Context: an optimization exercise on an open-source flow, tuned for small area and a short achievable clock period. The choices shown serve that exercise and are no tape-out recipe.
In this exercise RTL edits were held to simulation tests only and were not proved equivalent to the original.
Power figures rest on the tool's default switching activity, not on a simulated workload.

## alpha
// fpmul_top
module fpmul_top (
	input  logic                  clk,
	input  logic                  rst,
	input  logic                  in_valid,
	input  logic [31:0]           a,
	input  logic [31:0]           b,
	output logic                  out_valid,
	output fpmul_pkg::fpmul_out_t out
);
	localparam int MID_W = 118;   
	logic [3:0] valid;   
	fpmul_pkg::info_t  p_info, r1_info, r2_info, r3_info;
	logic [22:0]       r1_fa, r1_fb;
	logic [MID_W-1:0]  t_mid, r2_mid;
	logic [47:0]       t_s, t_c;      
	logic [25:0]       n_hi, r3_hi;
	logic              n_lo_nz, r3_lo_nz;
	fpmul_pkg::fpmul_out_t rnd, r4_out;
	fpmul_prep i_prep (
		.a    (a),
		.b    (b),
		.sign (p_info.sign),
		.exp  (p_info.exp),
		.nan  (p_info.nan),
		.inf  (p_info.inf),
		.zero (p_info.zero)
	);
	fpmul_tree_0 i_tree_0 (
		.x  ({1'b1, r1_fa}),   
		.y  ({1'b1, r1_fb}),
		.mo (t_mid)
	);
	fpmul_tree_1 i_tree_1 (
		.mi (r2_mid),
		.sn (t_s),
		.cn (t_c)
	);
	fpmul_normalize i_normalize (
		.sn    (t_s),
  ...
Size in the first run: roughly 2600 cells after synthesis, roughly 270 flip-flops.
export LEC_CHECK = 0
export CAP_MARGIN = 20
export CORE_MARGIN = 2
export CORE_UTILIZATION = 40
export SETUP_SLACK_MARGIN = 3.6
export SLEW_MARGIN = 20
export SYNTH_HIERARCHICAL = 1
export SYNTH_MINIMUM_KEEP_SIZE = 0
create_clock -name core_clock -period 7.5 [get_ports {clk}]
run.sh (not shown) runs the stock make flow with config.mk's settings and CLKGATE_MAP_FILE= SYNTH_SCRIPT=/design/flow/synth_recipe.tcl, a recipe that flattens the netlist after the stock synthesis.
--- input diff alpha..beta ---
# alpha
export LEC_CHECK = 0
export CAP_MARGIN = 20
export CORE_MARGIN = 2
export CORE_UTILIZATION = 40
export SETUP_SLACK_MARGIN = 3.6
export SLEW_MARGIN = 20
export SYNTH_HIERARCHICAL = 1
export SYNTH_MINIMUM_KEEP_SIZE = 0
create_clock -name core_clock -period 7.5 [get_ports {clk}]
# beta
export LEC_CHECK = 0
export CAP_MARGIN = 20
export CORE_MARGIN = 2
export CORE_UTILIZATION = 40
export SETUP_SLACK_MARGIN = 4.5
export SLEW_MARGIN = 20
export SYNTH_HIERARCHICAL = 1
export SYNTH_MINIMUM_KEEP_SIZE = 0
export TNS_END_PERCENT = 5
create_clock -name core_clock -period 7.5 [get_ports {clk}]
Notes after the runs:
beta: no failed stages, no open violations at the end
Comparing placed cell area for alpha and beta, the smaller number came from beta.
beta: number of gates resized after CTS higher than alpha
Clock-buffer cell count (higher): alpha
Share of power burned in combinational logic in beta is 6.8 points higher than in alpha
On beta: critical path arrival is 0.37 ns lower than what alpha gave.
Of alpha and beta, the run reporting the higher placed instance count was alpha.
Between alpha and beta, the flow reports number of non-clock buffers in the layout increasing by more than half.
beta has sum of met2 wire segment lengths after detailed routing above what alpha had.

---

fpmul_top, a different RTL version from the one above (not shown whole).
For scale: ~2500 cells after synthesis, roughly 380 flip-flops, roughly 100 I/O pins, about 0.028 sq mm of cells after synthesis.
export LEC_CHECK = 0
export CAP_MARGIN = 20
export CORE_MARGIN = 2
export CORE_UTILIZATION = 40
export CTS_CLUSTER_DIAMETER = 200
export CTS_CLUSTER_SIZE = 30
export SETUP_SLACK_MARGIN = 4.5
export SLEW_MARGIN = 20
export SYNTH_HIERARCHICAL = 1
export SYNTH_MINIMUM_KEEP_SIZE = 0
create_clock -name core_clock -period 7.5 [get_ports {clk}]
standard.sh (not shown) runs the stock make flow with config.mk's settings and CLKGATE_MAP_FILE= SYNTH_SCRIPT=/design/flow/synth_recipe.tcl, a recipe that flattens the netlist after the stock synthesis.
==> flow/flow/run.sh <==
#!/bin/bash
# The standard layout, with smaller port buffers: every input and output
# port still gets a buffer (buf_2 instead of the flow's default choice).
set -e
export BUFFER_PORTS_ARGS="-buffer_cell sky130_fd_sc_hd__buf_2"
cp standard.sh standard.sh.log
bash standard.sh > standard.log 2>&1
The starting point passed the timing, DRC and antenna checks.
Next try:
- CTS_CLUSTER_DIAMETER: 200 -> unset
- CTS_CLUSTER_SIZE: 30 -> unset
- SETUP_SLACK_MARGIN: 4.5 -> 4.7
=> The new run went through all stages and came out clean; worst setup slack degrades by 0.076 ns; wire length rose by 30%; global-route usage is higher by 3.0 points; clock-buffer cell count climbs by 38; fmax decreases by 2.4%; worst hold slack gets worse by 0.011 ns; total power came out higher by 17%; design area came out higher by 17%; sequential power hardly moves; clock power rose by 120%; critical path depth drops by 5.

==> re-timing with driven ports <==
No port has a modelled driver above. Below, the same layouts with a new extraction and two added sets of constraints. Step 1 assumes that a clkbuf_16 drives the clock port and a buf_2 every other input. Step 2 also shifts input and output timing later by t, the mid clock arrival at the registers, as if the neighbouring blocks saw the same clock. Three values: no drivers, after step 1, after step 2; two values: the first two.
| run | t (ns) | setup WS [ns] | slew at the worst register clock pin (ns) |
|---|---|---|---|
| alpha | 0.595 | 3.793 / 3.793 / 3.758 | 0.07 / 0.07 |
| beta | 0.633 | 4.207 / 4.207 / 3.791 | 0.07 / 0.07 |
| the first run of note 2 | 0.601 | 4.416 / 4.416 / 4.416 | 0.12 / 0.12 |
| the second run of note 2 | 0.659 | 4.340 / 4.340 / 4.340 | 0.07 / 0.07 |
After both steps setup and hold are still met in every run listed. The setup slack of beta, which loses most, moves by 0.000 ns with the drivers and by -0.416 ns with both steps.
